From an optimization exercise on the open Yosys and OpenROAD flow, aimed at small area; shortcuts taken in it are not production practice. Only simulation tests tie the RTL to the original design; equivalence was not proved. Power figures rest on the tool's default switching activity, not on a simulated workload.

==> flow/design.v <==
`timescale 1ns/1ps
package hic_pkg;
    typedef logic [31:0] word_t;
    typedef logic [3:0]  sel_t;
    typedef logic [31:0] adr_t;
    typedef logic [15:0] fifo_level_t;
    typedef enum logic {
        IDLE,
        PUSH
    } frame_state_t;
    localparam adr_t ADR_ID          = 32'h0000_0000;
    localparam adr_t ADR_VERSION     = 32'h0000_0004;
    localparam adr_t ADR_CTRL        = 32'h0000_0008;
    localparam adr_t ADR_IRQ_EN      = 32'h0000_000C;
    localparam adr_t ADR_STATUS      = 32'h0000_0010;
    localparam adr_t ADR_TIME_NOW    = 32'h0000_0014;
    localparam adr_t ADR_ADC_CMD     = 32'h0000_0020;
    localparam adr_t ADR_FIFO_STATUS = 32'h0000_0024;
    localparam adr_t ADR_FIFO_DATA   = 32'h0000_0028;
    localparam adr_t ADR_SNAP_COUNT  = 32'h0000_002C;
    localparam adr_t ADR_RAW_BASE    = 32'h0000_0040;
    localparam word_t CHIP_ID      = 32'h4849_4348;
    localparam word_t CHIP_VERSION = 32'h0000_0001;
    localparam word_t RAW_BASE = 32'h0000_1000;
    localparam int IRQ_EN_BITS = 3;
    typedef struct packed {
        logic  fire;
        logic  we;
        adr_t  adr;
        sel_t  sel;
        word_t dat;
    } wb_cmd_t;
    typedef struct packed {
        logic time_wr;
        logic count_wr;
        logic snapshot;
        logic ovr_clear;
        logic fifo_pop;
    } wr_strobe_t;
endpackage
`timescale 1ns/1ps
`default_nettype none
module home_inventory_wb (
    input  wire        wb_clk_i,
    input  wire        wb_rst_i,
    input  wire        wbs_cyc_i,
    input  wire        wbs_stb_i,
    input  wire        wbs_we_i,
    input  wire [3:0]  wbs_sel_i,
    input  wire [31:0] wbs_adr_i,
    input  wire [31:0] wbs_dat_i,
    output logic       wbs_ack_o,
    output logic [31:0] wbs_dat_o,
    input  wire [7:0]  core_status_i,
    output logic       ctrl_enable_o,
    output logic       ctrl_start_o,
    output logic [2:0] irq_en_o
);
    wire fire = wbs_cyc_i & wbs_stb_i & ~wbs_ack_o;
    wire wr   = fire & wbs_we_i;
    wire rd   = fire & ~wbs_we_i;
    wire       hi0 = (wbs_adr_i[31:7] == 25'd0);
    wire [4:0] wa  = wbs_adr_i[6:2];
    wire a_id    = hi0 & (wa == 5'h00);
    wire a_ver   = hi0 & (wa == 5'h01);
    wire a_ctrl  = hi0 & (wa == 5'h02);
    wire a_irq   = hi0 & (wa == 5'h03);
    wire a_stat  = hi0 & (wa == 5'h04);
    wire a_time  = hi0 & (wa == 5'h05);
    wire a_cmd   = hi0 & (wa == 5'h08);
    wire a_fstat = hi0 & (wa == 5'h09);
    wire a_fdata = hi0 & (wa == 5'h0A);
    wire a_snap  = hi0 & (wa == 5'h0B);
    wire a_raw   = hi0 & (wa[4:3] == 2'b10);
    wire snapshot  = wr & a_cmd & wbs_sel_i[0] & wbs_dat_i[0];
    wire ovr_clear = wr & a_fstat & wbs_sel_i[2] & wbs_dat_i[16];
    wire time_wr   = wr & a_time;
    wire count_wr  = wr & a_snap;
    wire pop_req   = rd & a_fdata;
    wire ctrl_wr   = wr & a_ctrl & wbs_sel_i[0];
    wire irq_wr    = wr & a_irq & wbs_sel_i[0];
    logic start_pending_q;
    always_ff @(posedge wb_clk_i) begin
        if (wb_rst_i) begin
            wbs_ack_o       <= 1'b0;
            ctrl_enable_o   <= 1'b0;
            irq_en_o        <= 3'd0;
            start_pending_q <= 1'b0;
            ctrl_start_o    <= 1'b0;
        end else begin
            wbs_ack_o       <= fire;
            start_pending_q <= ctrl_wr & wbs_dat_i[1];
            ctrl_start_o    <= start_pending_q;
            if (ctrl_wr) ctrl_enable_o <= wbs_dat_i[0];
            if (irq_wr)  irq_en_o      <= wbs_dat_i[2:0];
        end
    end
    wire [31:0] dat_z = wbs_dat_i & {32{~wb_rst_i}};
    logic [31:0] time_q;
    wire  [3:0]  time_ld  = ({4{time_wr}} & wbs_sel_i) | {4{wb_rst_i}};
    logic [31:0] time_inc;
    hic_inc32 u_time_inc (.q_i(time_q), .cin_i(~time_wr), .s_o(time_inc));
    always_ff @(posedge wb_clk_i) begin
        for (int b = 0; b < 4; b++)
            time_q[8*b +: 8] <= time_ld[b] ? dat_z[8*b +: 8] : time_inc[8*b +: 8];
    end
    logic [31:0] snap_q;
    logic [31:0] raw_q;       
    logic        raw_vld_q;   
    logic [31:0] frm_q;       
    logic [3:0]  seq_q;       
    logic [31:0] snap_inc;
    hic_inc32 u_snap_inc (.q_i(snap_q), .cin_i(snapshot), .s_o(snap_inc));
    wire        seq_idle   = seq_q[3] & seq_q[0];
    wire        frame_start = snapshot & seq_idle;
    wire        push        = ~seq_idle;
    wire        frame_drop  = snapshot & ~seq_idle;
    wire [3:0] snap_ld = ({4{count_wr}} & wbs_sel_i) | {4{wb_rst_i}};
    always_ff @(posedge wb_clk_i) begin
        for (int b = 0; b < 4; b++)
            snap_q[8*b +: 8] <= snap_ld[b] ? dat_z[8*b +: 8] : snap_inc[8*b +: 8];
    end
    always_ff @(posedge wb_clk_i) begin
        if (wb_rst_i) raw_vld_q <= 1'b0;
        else if (snapshot) raw_vld_q <= 1'b1;
    end
    always_ff @(posedge wb_clk_i) begin
        if (snapshot) raw_q <= snap_inc;
    end
    always_ff @(posedge wb_clk_i) begin
        if (frame_start) frm_q <= snap_inc;
    end
    always_ff @(posedge wb_clk_i) begin
        if (wb_rst_i) begin
            seq_q <= 4'b1001;
        end else if (seq_idle) begin
            if (snapshot) seq_q <= 4'b1000;
        end else if (seq_q[3]) begin
            seq_q <= 4'b0000;
        end else if (seq_q[2:0] == 3'd7) begin
            seq_q <= 4'b1001;
        end else begin
            seq_q <= seq_q + 4'd1;
        end
    end
    wire [31:0] frm_word = frm_q + 32'h0000_1000 + {29'd0, seq_q[2:0]};
    wire [31:0] push_data = seq_q[3] ? 32'd0 : frm_word;
    logic [31:0] mem [16];
    logic [4:0]  lvl_q;
    logic        ovr_q;
    wire full    = lvl_q[4];
    wire empty   = (lvl_q == 5'd0);
    wire do_push = push & ~full;
    wire do_pop  = pop_req & ~empty;
    wire [4:0] wr_slot = do_pop ? lvl_q - 5'd1 : lvl_q;
    for (genvar i = 0; i < 16; i++) begin : g_ent
        wire [31:0] above = (i == 15) ? 32'd0 : mem[(i == 15) ? i : i + 1];
        always_ff @(posedge wb_clk_i) begin
            if (wb_rst_i) mem[i] <= 32'd0;
            else mem[i] <= (do_pop ? above : mem[i])
                         | ({32{do_push && wr_slot == 5'(i)}} & push_data);
        end
    end
    always_ff @(posedge wb_clk_i) begin
        if (wb_rst_i) begin
            lvl_q <= 5'd0;
            ovr_q <= 1'b0;
        end else begin
            if (do_push && !do_pop) lvl_q <= lvl_q + 5'd1;
            else if (do_pop && !do_push) lvl_q <= lvl_q - 5'd1;
            if ((push && full) || frame_drop) ovr_q <= 1'b1;
            else if (ovr_clear) ovr_q <= 1'b0;
        end
    end
    wire [31:0] head = mem[0];
    wire [31:0] raw_word = raw_q + 32'h0000_1000 + {29'd0, wa[2:0]};
    always_ff @(posedge wb_clk_i) begin
        wbs_dat_o <= ({32{a_id}}    & 32'h4849_4348)
                   | ({32{a_ver}}   & 32'h0000_0001)
                   | ({32{a_ctrl}}  & {31'd0, ctrl_enable_o})
                   | ({32{a_irq}}   & {29'd0, irq_en_o})
                   | ({32{a_stat}}  & {24'd0, core_status_i})
                   | ({32{a_time}}  & time_q)
                   | ({32{a_fstat}} & {15'd0, ovr_q, 11'd0, lvl_q})
                   | ({32{a_fdata}} & head)
                   | ({32{a_snap}}  & snap_q)
                   | ({32{a_raw & raw_vld_q}} & raw_word);
    end
endmodule
module hic_inc32 (
    input  wire [31:0] q_i,
    input  wire        cin_i,
    output logic [31:0] s_o
);
    logic [31:0] pre;     
    logic [3:0]  ones;    
    logic [3:0]  lane;    
    always_comb begin
        for (int b = 0; b < 4; b++) begin
            pre[8*b] = 1'b1;
            for (int i = 1; i < 8; i++) pre[8*b+i] = pre[8*b+i-1] & q_i[8*b+i-1];
            ones[b] = pre[8*b+7] & q_i[8*b+7];
        end
        lane[0] = 1'b1;
        for (int b = 1; b < 4; b++) lane[b] = lane[b-1] & ones[b-1];
        for (int i = 0; i < 32; i++) s_o[i] = q_i[i] ^ (cin_i & lane[i/8] & pre[i]);
    end
endmodule
`default_nettype wire
clock: 6.0 ns
lec_check: 0
cap_margin: 20
core_margin: 2
core_utilization: 40
slew_margin: 20
standard.sh (not shown) runs the stock make flow with config.mk's settings and CLKGATE_MAP_FILE= SYNTH_SCRIPT=/design/flow/synth_recipe.tcl, a recipe that flattens the netlist after the stock synthesis.
==> flow/flow/run.sh <==
#!/bin/bash
# Standard ORFS layout (standard.sh, standard synthesis unchanged) with layout-only knobs:
#  - after floorplan, the combinational logic is re-mapped for area (flow/restructure.tcl),
#    using only cells the platform allows;
#  - every port still gets a buffer, but a buf_1;
#  - clock tree without dummy loads and with larger sink clusters.
# The make output goes to standard.log; ORFS keeps each step's log under orfs/logs.
set -euo pipefail
cd "$(dirname "$0")/.."
export FLOW_FLOW_DIR="$(pwd)/flow"
bash standard.sh \
  POST_FLOORPLAN_TCL="$(pwd)/flow/restructure.tcl" \
  BUFFER_PORTS_ARGS="-buffer_cell sky130_fd_sc_hd__buf_1" \
  CTS_ARGS="-sink_clustering_enable -repair_clock_nets -dont_use_dummy_load -sink_clustering_size 26 -sink_clustering_max_diameter 90" \
  finish > standard.log 2>&1
==> flow/flow/lib_filter.py <==
#!/usr/bin/env python3
"""Copy a liberty file without the cells named in DONT_USE_CELLS (glob patterns), so that
restructure maps only to cells the platform allows. usage: lib_filter.py IN OUT"""
import fnmatch
import os
import re
import sys

src, dst = sys.argv[1], sys.argv[2]
pats = os.environ.get("DONT_USE_CELLS", "").split()
text = open(src).read()
out = []
pos = 0
for m in re.finditer(r'^\s*cell\s*\(\s*"?([A-Za-z0-9_]+)"?\s*\)\s*\{', text, re.M):
    if m.start() < pos:
        continue
    name = m.group(1)
    # end of this cell group: matching brace
    depth = 0
    i = m.end() - 1
    while True:
        c = text[i]
        if c == "{":
            depth += 1
        elif c == "}":
            depth -= 1
            if depth == 0:
                break
        i += 1
    if any(fnmatch.fnmatch(name, p) for p in pats):
        out.append(text[pos:m.start()])
        pos = i + 1
out.append(text[pos:])
open(dst, "w").write("".join(out))
==> flow/flow/restructure.tcl <==
# Sourced after floorplan (POST_FLOORPLAN_TCL): re-map the synthesized
# combinational logic for area with OpenROAD's restructure. Registers are untouched.
# restructure reads its own liberty file, so it gets one without the don't-use cells.
set lib $::env(OBJECTS_DIR)/restructure_lib.lib
exec python3 $::env(FLOW_FLOW_DIR)/lib_filter.py [lindex $::env(LIB_FILES) 0] $lib
file mkdir $::env(OBJECTS_DIR)/rs
report_design_area
restructure -target area -liberty_file $lib \
  -tielo_port $::env(TIELO_CELL_AND_PORT) -tiehi_port $::env(TIEHI_CELL_AND_PORT) \
  -work_dir $::env(OBJECTS_DIR)/rs -abc_logfile $::env(LOG_DIR)/2_1_restructure_abc.log
report_design_area
The first run produced a clean layout.
==> next run, changes <==
--- a/flow/flow/run.sh
+++ b/flow/flow/run.sh
@@ -14 +14 @@
-  CTS_ARGS="-sink_clustering_enable -repair_clock_nets -dont_use_dummy_load -sink_clustering_size 26 -sink_clustering_max_diameter 90" \
+  CTS_ARGS="-sink_clustering_enable -repair_clock_nets -dont_use_dummy_load -buf_list sky130_fd_sc_hd__clkbuf_8 -sink_clustering_size 16 -sink_clustering_max_diameter 65" \
Settings changed: PLACE_DENSITY from default to 0.85.
Global-route usage went down by 1.5 points.
Total power goes down by a few percent.
First-iteration DRC count rises by roughly a tenth.
Cell area fell slightly.

## re-timing with driven ports
How much do the figures lean on ideal ports? The routed layouts below were timed once more, with nothing changed but the port constraints. Step 1 assumes that a clkbuf_16 drives the clock port and a buf_2 every other input. Step 2 adds t to the input delays and takes it off the output delays; t is the mean of the earliest and latest rising clock arrival at the registers after step 1. Input paths then give back, and output paths get back, about the clock's delay inside the block. Three values: ideal ports, drivers, drivers and shift; two values: the first two.
run | shift t [ns] | setup WS [ns] | worst setup path at the end
the first run | 0.673 | 0.550 / 0.592 / -0.081 | input to register
the second run | 0.704 | 0.587 / 0.617 / -0.087 | input to register
Met with ideal ports but missed after step 2: setup timing in the first run and the second run. For the second run, which loses most, drivers alone change the setup slack by +0.030 ns; drivers and shift together by -0.674 ns.
